This is an optimization exercise on Yosys and OpenROAD, whose aim is small area, a short achievable clock period and few clock cycles per item, not a production implementation. Where RTL was checked, it was by simulation tests only, not by an equivalence proof against the original. For run 2, only the layout was checked, not whether the RTL still works. No activity file was given, so power comes from the tool's default toggle rates.

==> flow/design.v, too long to show whole: its modules and the start of the top module <==
// module dot8: 3076 lines
// module systolic_mm_top: 105 lines
module systolic_mm_top (
    input  logic                  clk,
    input  logic                  rst,
    input  logic                  in_valid,
    input  logic [8-1:0] in_data,
    output logic                  out_valid,
    output logic [8-1:0] out_data,
    output logic                  busy,
    output logic                  done
);
  // ...
==> flow/run.sh <==
#!/bin/bash
# synth_recipe.tcl (not shown) runs the flow's synth.tcl, then flattens the netlist and writes it again
# the make line also repeats each setting of config.mk as NAME=value (left out here)
make -C /OpenROAD-flow-scripts/flow DESIGN_CONFIG=/design/flow/config.mk WORK_HOME=/design/flow/orfs CLKGATE_MAP_FILE= SYNTH_SCRIPT=/design/flow/synth_recipe.tcl finish
==> flow/config.mk <==
export PLATFORM = sky130hd
export DESIGN_NAME = systolic_mm_top
export DESIGN_NICKNAME = systolic_mm_top
export VERILOG_FILES = /design/flow/design.v
export SDC_FILE = /design/flow/constraint.sdc
export NUM_CORES = 4
export LEC_CHECK = 0
export CAP_MARGIN = 20
export CORE_MARGIN = 2
export CORE_UTILIZATION = 70
export CTS_CLUSTER_DIAMETER = 60
export CTS_CLUSTER_SIZE = 34
export SETUP_SLACK_MARGIN = 3.7
export SLEW_MARGIN = 20
==> flow/constraint.sdc <==
create_clock -name core_clock -period 6.0 [get_ports {clk}]
set_input_delay 1.2000 -clock core_clock [delete_from_list [all_inputs] [get_ports {clk}]]
set_output_delay 1.2000 -clock core_clock [all_outputs]
set_load 0.01 [all_outputs]
==> insert_results.sql, run 1 <==
INSERT INTO impl_metrics (metric_group, metric, value, unit) VALUES
('worst_setup_path', 'critPathCapture', 'done', ''),
('clocking', 'tritoncts', 'built', ''),
('timing', 'unrepaired_setup_endpoints_after_global_routing', 'true', ''),
('pwr', 'power.combinational.fraction', '6.2', '%'),
('run_status', 'outcome', 'finished clean', ''),
('clocking', 'cts.sinks', '1375', ''),
('worst_setup_path', 'worstSetupPathDepth', '1', ''),
('place', 'placed_cell_area', '0.05235', 'mm2'),
('cells_and_area', 'multi_input_area', '0.01157', 'mm2'),
('cells_and_area', 'clock_buffers', '78', ''),
('global_routing', 'total_grt_overflow', '0', ''),
('routing', 'routed_wire_length_per_instance', '24.51', 'um'),
('timing', 'final-setup-viol-count', '0', ''),
('die', 'die_height', '273.5', 'um'),
('clocking', 'worst_setup_hold_path_clk_slew', '0.11', 'ns'),
('min_path', 'hp-class', 'flop to flop', ''),
('cells_and_area', 'clock_area_share', '4.768', '%'),
('cells_and_area', 'flops_and_latches', '1375', ''),
('routing', 'routed_via_density', '5.597', ''),
('timing', 'hold_ws', '0.3321', 'ns'),
('die', 'core_box_area', '0.07173', 'mm2'),
('place', 'routability_congestion_estimate', '0.8711', ''),
('min_path', 'endpoint_with_the_worst_hold_slack', 'dot8_inst.r8_r5_r2_s150$_DFF_P_', ''),
('synthesis', 'synth_cell_types', '45', ''),
('synthesis', 'synth_sequential_area_ratio', '74.77', '%'),
('pwr', 'p_int', '0.01338', 'W');
Testbench counts, summed over its fixed seeds: cycles 24,072, jobs 128.
==> module systolic_mm_top, before the edit <==
module systolic_mm_top (
    input  logic                  clk,
    input  logic                  rst,
    input  logic                  in_valid,
    input  logic [8-1:0] in_data,
    output logic                  out_valid,
    output logic [8-1:0] out_data,
    output logic                  busy,
    output logic                  done
);
    logic       ld;        
    logic [6:0] icnt;      
    logic       start;
    logic       acc;
    logic [6:0] idx;       
    assign start = in_valid && (!busy || done);
    assign acc   = in_valid && (ld || start);
    assign idx   = start ? 7'd0 : icnt;
    logic       rm;        
    logic [5:0] rc;        
    logic       f127;      
    logic       rm_nxt;
    logic [5:0] rc_nxt;
    assign rm_nxt = f127 || (rm && rc != 6'd55);
    assign rc_nxt = f127 ? 6'd0 : rc + 6'd1;
    logic [7:0] d_r;       
    logic [7:0] aen;       
    logic       ben;       
    logic       tv;        
    logic       tlast;     
    logic [7:0] lh;
    logic [7:0] lcur;
    assign lcur = start ? 8'h01 : lh;
    always_ff @(posedge clk) begin
        d_r <= in_data;
    end
    always_ff @(posedge clk or negedge rst) begin
        if (!rst) begin
            ld    <= 1'b0;
            icnt  <= '0;
            lh    <= 8'h01;
            busy  <= 1'b0;
            rm    <= 1'b0;
            rc    <= '0;
            f127  <= 1'b0;
            aen   <= '0;
            ben   <= 1'b0;
            tv    <= 1'b0;
            tlast <= 1'b0;
        end else begin
            busy <= start || (busy && !done);
            if (acc) begin
                lh <= (idx[2:0] == 3'd7) ? lcur : {lcur[6:0], lcur[7]};
                icnt <= idx + 7'd1;
                ld   <= (idx != 7'd127);
            end
            f127 <= acc && (idx == 7'd127);
            rm   <= rm_nxt;
            rc   <= rm_nxt ? rc_nxt : 6'd0;
            for (int m = 0; m < 8; m++) begin
                aen[m] <= (acc && !idx[6] && lcur[m])
                       || (acc && idx == 7'd127)
                       || (rm_nxt && rc_nxt[2:0] == 3'd7);
            end
            ben   <= (acc && idx[6]) || rm_nxt;
            tv    <= (acc && idx[6:3] == 4'hf) || rm_nxt;
            tlast <= rm_nxt && rc_nxt == 6'd55;
        end
    end
    logic [63:0]  la [8];   
    logic [511:0] bq;       
    logic [7:0]   tap7;
    assign tap7 = rm ? bq[7:0] : d_r;
    logic [7:0] t7;
    always_ff @(posedge clk) begin
        t7 <= rm_nxt ? (ben ? bq[15:8] : bq[7:0]) : in_data;
    end
    always_ff @(posedge clk) begin
        for (int m = 0; m < 8; m++) begin
            if (aen[m]) la[m] <= {d_r, la[m][63:8]};
        end
        if (ben) bq <= {tap7, bq[511:8]};
    end
    logic [63:0] ta;
    logic [63:0] tb;
    for (genvar m = 0; m < 8; m++) begin : g_tap
        assign ta[8*m +: 8] = la[m][7:0];
        if (m < 7) begin : g_q
            assign tb[8*m +: 8] = bq[8*(8*m+8) +: 8];
        end else begin : g_7
            assign tb[8*m +: 8] = t7;
        end
    end
    dot8 dot8_inst (
        .clk    (clk),
        .rst    (rst),
        .a      (ta),
        .b      (tb),
        .vin    (tv),
        .lin    (tlast),
        .res    (out_data),
        .vout   (out_valid),
        .lout   (done)
    );
endmodule
==> run 2: changes to the inputs <==
--- a/flow/design.v
+++ b/flow/design.v
@@ -3056,29 +3056,31 @@
     assign fr1 = {r8_c395, r8_c394, r8_c392, r8_c399, r8_c390, 1'b0, 1'b0, 1'b0, r8_r5_c349, 1'b0, 1'b0, r8_r5_r2_pp7_0_0};
     logic [11:0] fr2;
     assign fr2 = {r8_c402, r8_c401, r8_c393, 1'b0, r8_c398, 1'b0, 1'b0, 1'b0, 1'b0, 1'b0, 1'b0, 1'b0};
     logic [11:0] fr3;
     assign fr3 = {1'b0, 1'b0, r8_c400, 1'b0, 1'b0, 1'b0, 1'b0, 1'b0, 1'b0, 1'b0, 1'b0, 1'b0};
     logic [11:0] fs;
     assign fs = fr0 + fr1 + fr2 + fr3;
     always_ff @(posedge clk) res <= {~fs[11], fs[10:4]};
-    logic [3:0] vp;
-    logic [3:0] lp;
+    logic [2:0] vp;
+    logic [2:0] lp;
     always_ff @(posedge clk or negedge rst) begin
         if (!rst) begin
             vp <= '0;
             lp <= '0;
         end else begin
-            vp <= {vp[2:0], vin};
-            lp <= {lp[2:0], lin};
+            vp <= {vp[1:0], vin};
+            lp <= {lp[1:0], lin};
         end
     end
-    assign vout = vp[3];
-    assign lout = lp[3];
+    always_ff @(posedge clk) begin
+        vout <= vp[2];
+        lout <= lp[2];
+    end
 endmodule
 `timescale 1ns/1ps
 module systolic_mm_top (
     input  logic                  clk,
     input  logic                  rst,
     input  logic                  in_valid,
     input  logic [8-1:0] in_data,
     output logic                  out_valid,
@@ -3086,17 +3088,20 @@
     output logic                  busy,
     output logic                  done
 );
     logic       ld;        
     logic [6:0] icnt;      
     logic       start;
     logic       acc;
     logic [6:0] idx;       
-    assign start = in_valid && (!busy || done);
+    logic       bz;        
+    logic       bz_nxt;
+    assign start  = in_valid && (!bz || done);
+    assign bz_nxt = start || (bz && !done);
     assign acc   = in_valid && (ld || start);
     assign idx   = start ? 7'd0 : icnt;
     logic       rm;        
     logic [5:0] rc;        
     logic       f127;      
     logic       rm_nxt;
     logic [5:0] rc_nxt;
     assign rm_nxt = f127 || (rm && rc != 6'd55);
@@ -3105,33 +3110,34 @@
     logic [7:0] aen;       
     logic       ben;       
     logic       tv;        
     logic       tlast;     
     logic [7:0] lh;
     logic [7:0] lcur;
     assign lcur = start ? 8'h01 : lh;
     always_ff @(posedge clk) begin
-        d_r <= in_data;
+        d_r  <= in_data;
+        busy <= rst && bz_nxt;
     end
     always_ff @(posedge clk or negedge rst) begin
         if (!rst) begin
             ld    <= 1'b0;
             icnt  <= '0;
             lh    <= 8'h01;
-            busy  <= 1'b0;
+            bz    <= 1'b0;
             rm    <= 1'b0;
             rc    <= '0;
             f127  <= 1'b0;
             aen   <= '0;
             ben   <= 1'b0;
             tv    <= 1'b0;
             tlast <= 1'b0;
         end else begin
-            busy <= start || (busy && !done);
+            bz   <= bz_nxt;
             if (acc) begin
                 lh <= (idx[2:0] == 3'd7) ? lcur : {lcur[6:0], lcur[7]};
                 icnt <= idx + 7'd1;
                 ld   <= (idx != 7'd127);
             end
             f127 <= acc && (idx == 7'd127);
             rm   <= rm_nxt;
             rc   <= rm_nxt ? rc_nxt : 6'd0;
==> run 2 against run 1 <==
  * Power grew 1.6%
  * Non-clock buffer count is 8 higher
  * Via count decreased by 0.50%
  * Hold slack improved by 0.0036 ns
  * Area after synthesis about the same
  * Count of clock-buffer cells in the layout is 2 lower
  * Clock power up 3%
  * Critical path type is now flop to flop
  * Largest power group unchanged
==> insert_results.sql, run 2 <==
INSERT INTO impl_metrics (metric_group, metric, value, unit) VALUES
('routing', 'final_antenna_net_count', '0', ''),
('pwr', 'power-per-cell-area', '318.1', 'mW/mm2'),
('place', 'detailedPlace.worstSlack', '2.699', 'ns'),
('worst_setup_path', 'critPathArrivalTime', '3.08', 'ns'),
('worst_setup_path', 'cp.required', '6.54', 'ns'),
('timing', 'fmax_achieved', '0.3935', 'GHz'),
('global_routing', 'grtUsageMet1', '36.13', '%'),
('global_routing', 'antenna_found_initial', '0', ''),
('routing', 'dr.first_iter.drc_count', '2035', ''),
('global_routing', 'groute.layer.met2.usage', '44.10', '%'),
('die', 'initial_core_util', '70.86', '%'),
('clocking', 'clock_path_buffers', '3', ''),
('synthesis', 'yosysWarningCount', '3', ''),
('cells_and_area', 'fillCellCount', '3905', ''),
('pwr', 'p_int', '0.01355', 'W'),
('pwr', 'power.combinational.fraction', '6.5', '%'),
('synthesis', 'synthTopCellsByArea', 'sky130_fd_sc_hd__edfxtp_1, sky130_fd_sc_hd__fa_1, sky130_fd_sc_hd__dfxtp_1', ''),
('timing', 'period_share', '42.36', '%'),
('timing', 'slew_headroom', '33.23', '%'),
('worst_setup_path', 'worst-path-max-fanout', '2', ''),
('global_routing', 'grt_pass1_vias', '23100', ''),
('timing', 'final.setup.tns', '0', 'ns'),
('global_routing', 'grt_pass1_wl', '141000', 'um'),
('synthesis', 'netlist_area', '0.05083', 'mm2'),
('timing', 'max_slew.worst_pin.slew', '1.002', 'ns'),
('synthesis', 'register_bit_total_from_synthesis', '1376', ''),
('clocking', 'tritoncts.num_buffers', '71', ''),
('clocking', 'worst_setup_hold_path_clk_slew', '0.10', 'ns'),
('clocking', 'clock_insertion_delay_worst_skew', '0.65', 'ns'),
('synthesis', 'synthesis.nets', '3192', ''),
('clocking', 'cts_hold_buf', '0', ''),
('clocking', 'htree_levels', '3', ''),
('place', 'io_buffers', '21', ''),
('die', 'rows', '98', ''),
('routing', 'drt-total-wl', '94120', 'um'),
('routing', 'routed_via_density', '5.556', ''),
('pwr', 'p_switching', '0.004032', 'W'),
('cells_and_area', 'drive_gt1_share', '7.481', '%'),
('clocking', 'clk_root_buffer_cell', 'sky130_fd_sc_hd__clkbuf_16', ''),
('timing', 'hold_viol_final', '0', ''),
('global_routing', 'pin_count_of_the_biggest_net_entering_global_routing', '188', ''),
('pwr', 'power_frac_clock', '34.4', '%'),
('run', 'timing.max_cap.violations', '0', ''),
('synthesis', 'yosys_most_used_dff', 'sky130_fd_sc_hd__edfxtp_1', ''),
('pwr', 'reg_power_share', '59.1', '%'),
('die', 'die_area', '0.07478', 'mm2'),
('routing', 'num_vias', '21690', ''),
('global_routing', 'grt_util_all_layers', '26.43', '%'),
('synthesis', 'synth_cells', '2798', ''),
('clocking', 'cts.sinks', '1376', ''),
('routing', 'drt_drc_violations_left', '0', ''),
('worst_setup_path', 'worstPathBufferInverterCount', '0', ''),
('global_routing', 'total_grt_overflow', '0', ''),
('die', 'boundaryPins', '22', ''),
('pwr', 'netSwitchingFraction', '22.93', '%'),
('synthesis', 'ys_top_cells_by_count', 'sky130_fd_sc_hd__edfxtp_1, sky130_fd_sc_hd__fa_1, sky130_fd_sc_hd__inv_1', ''),
('routing', 'routed_wire_length_per_instance', '24.11', 'um'),
('die', 'floorplan.die.width', '273.5', 'um'),
('timing', 'unrepaired_setup_endpoints_after_global_routing', 'true', ''),
('synthesis', 'number_of_enable_type_register_cells_in_the_synthesized_netlist', '1024', ''),
('die', 'die_height', '273.5', 'um'),
('worst_setup_path', 'setup.worst_path.class', 'flop to flop', ''),
('synthesis', 'synth_sequential_area_ratio', '74.78', '%'),
('place', 'routability_congestion_estimate', '0.8698', ''),
('clocking', 'tritoncts', 'built', ''),
('worst_setup_path', 'timing.critical_path.slowest_stage_cell', 'sky130_fd_sc_hd__fa_1', ''),
('synthesis', 'yosysTopAreaCell', 'sky130_fd_sc_hd__edfxtp_1', ''),
('timing', 'maxSlewViolCount', '0', ''),
('global_routing', 'grtUsageMet3', '3.491', '%'),
('synthesis', 'synth_cell_types', '43', ''),
('run_status', 'outcome', 'finished clean', ''),
('cells_and_area', 'most-common-layout-cells', 'sky130_fd_sc_hd__edfxtp_1, sky130_fd_sc_hd__fa_1, sky130_fd_sc_hd__inv_1', ''),
('worst_setup_path', 'worst_setup_path_start_kind', 'flop', ''),
('die', 'core_box_area', '0.07173', 'mm2'),
('synthesis', 'synth-async-reset-ratio', '3.052', '%'),
('min_path', 'hp-class', 'flop to flop', ''),
('pwr', 'maximum_vdd_drop', '0.4742', 'mV'),
('pwr', 'cellLeakagePower', '20.18', 'nW'),
('cells_and_area', 'area_growth_syn_to_layout', '8.768', '%'),
('cells_and_area', 'biggest_registers_after_layout', 'bq x512, la x512', ''),
('cells_and_area', 'mostFrequentLayoutCell', 'sky130_fd_sc_hd__edfxtp_1', ''),
('worst_setup_path', 'critPathMaxStageDelay', '0.57', 'ns'),
('cells_and_area', 'final_net_count', '3293', ''),
('worst_setup_path', 'timing.critical_path.max_delay_family', 'adder cells', ''),
('timing', 'final.min_clock_period', '2.542', 'ns'),
('worst_setup_path', 'critPathCaptureType', 'flop', ''),
('place', 'post_detail_place_hpwl', '62640', 'um'),
('routing', 'dr.pass1.iters', '5', ''),
('synthesis', 'synth_area_per_cell', '18.17', 'um2'),
('synthesis', 'yosys.cell_count.top_type', 'sky130_fd_sc_hd__edfxtp_1', ''),
('cells_and_area', 'antennaDiodeCount', '0', ''),
('global_routing', 'grt_peak_use_layer', 'met2', ''),
('timing', 'final-setup-viol-count', '0', ''),
('timing', 'final.setup_skew', '0.03096', 'ns'),
('synthesis', 'synth_top_area_share', '60.50', '%'),
('timing', 'setup_slack', '3.458', 'ns'),
('worst_setup_path', 'cells_traversed_along_the_worst_timing_path', 'fa_1 -> fa_1 -> ha_4 -> and3_4 -> and3_4 -> a221o_1 -> xnor2_1', '');
run 2: final timing paths:
path                                      startpoint                           end  slack (ns)  cells past startpoint
min in group asynchronous                        rst               rc[4]$_DFF_PN0_        0.68                      1
setup reg to reg           dot8_inst.r8_c392$_DFF_P_      dot8_inst.res[7]$_DFF_P_        3.46                      7
hold / removal             dot8_inst.r2_s150$_DFF_P_  dot8_inst.r5_r2_s150$_DFF_P_        0.34                      0
max in group asynchronous                        rst                 ben$_DFF_PN0_        4.64                      1
setup / recovery           dot8_inst.r8_c392$_DFF_P_      dot8_inst.res[7]$_DFF_P_        3.46                      7
hold reg to reg            dot8_inst.r2_s150$_DFF_P_  dot8_inst.r5_r2_s150$_DFF_P_        0.34                      0
run 2: metal layers:
layer,up-vias,routed length (um)
li1,9485,-
met1,11320,37340
met2,688,47780
met3,195,4887
met4,0,4120
met5,-,0
run 2: through the flow:
| step | power [W] | util (%) | hold WS [ns] | cells | area [um2] |
|---|---|---|---|---|---|
| 2_1_floorplan | 0.01119 | - | 0.3096 | 2798 | 50910 |
| 3_3_place_gp | 0.01144 | 72.98 | 0.3110 | 3764 | 52350 |
| 3_5_place_dp | 0.01155 | 72.98 | 0.3128 | 3764 | 52350 |
| 4_1_cts | 0.01761 | 76.91 | 0.3410 | 3898 | 55170 |
| 5_1_grt | 0.01813 | 77.07 | 0.3520 | 3904 | 55280 |
| 6_report | 0.01758 | 77.07 | 0.3358 | 3904 | 55280 |
run 2: cell families after synthesis:
logic type / share of synthesized area (%)
multiplexers: 0.5760
adder cells (fa/ha/maj): 14.92
XOR/XNOR: 1.607
AO/OA/AOI/OAI: 0.4776
buffers and inverters: 2.651
flip-flops: 74.78
AND/OR/NAND/NOR: 4.987
run 2: layout make-up:
cell class	instances	area [um2]	share of cell area, %
Tap cell	950	1189	2.150
Clock buffer	76	1859	3.363
Sequential cell	1376	38030	68.79
Inverter	339	1272	2.302
Multi-Input combinational cell	1065	11580	20.94
Clock inverter	52	887.1	1.605
Timing Repair Buffer	46	466.7	0.8442
run 2: what timing repair did:
| item | 4_1_cts | 5_1_grt |
|---|---|---|
| gates resized for setup | 52 | 13 |
| endpoints found under the setup margin | 178 | 142 |
| setup buffers | 6 | 6 |
| pin swaps | 0 | 2 |
| gates cloned | 0 | 0 |
run 2: worst reg2reg max path, cell delays in order (launching register included):
cell and delay, ns:
sky130_fd_sc_hd__dfxtp_2 0.34, sky130_fd_sc_hd__fa_1 0.57, sky130_fd_sc_hd__fa_1 0.46, sky130_fd_sc_hd__ha_4 0.24, sky130_fd_sc_hd__and3_4 0.18, sky130_fd_sc_hd__and3_4 0.16, sky130_fd_sc_hd__a221o_1 0.33, sky130_fd_sc_hd__xnor2_1 0.15
run 2: power by group through the flow:
stage,clock (W),combinational [W],sequential (W)
5_1_grt,0.00647,0.00125,0.0104
2_1_floorplan,0,0.000616,0.0106
6_report,0.00605,0.00114,0.0104
4_1_cts,0.00616,0.00106,0.0104
3_3_place_gp,0,0.000858,0.0106
3_5_place_dp,0,0.000946,0.0106

[static timing again, ports no longer ideal]
The flow's constraints put no driver on any port. The routed layouts listed below were extracted and timed again, unchanged, in two steps.
Step 1 assumes that a clkbuf_16 drives the clock port and a buf_2 every other input.
Step 2 adds t to the input delays and takes it off the output delays; t is the mean of the earliest and latest rising clock arrival at the registers after step 1. Input paths then give back, and output paths get back, about the clock's delay inside the block.
a / b / c = ideal ports / drivers / drivers and shift; a / b = the first two.
| run | t, ns | slack for setup (ns) | worst setup path at the end |
|---|---|---|---|
| run 1 | 0.706 | 3.574 / 3.512 / 3.157 | input to register |
| run 2 | 0.707 | 3.458 / 3.458 / 3.237 | input to register |
After both steps every run listed still meets setup and hold. The setup slack of run 1, which loses most, moves by -0.062 ns with the drivers and by -0.417 ns with both steps.
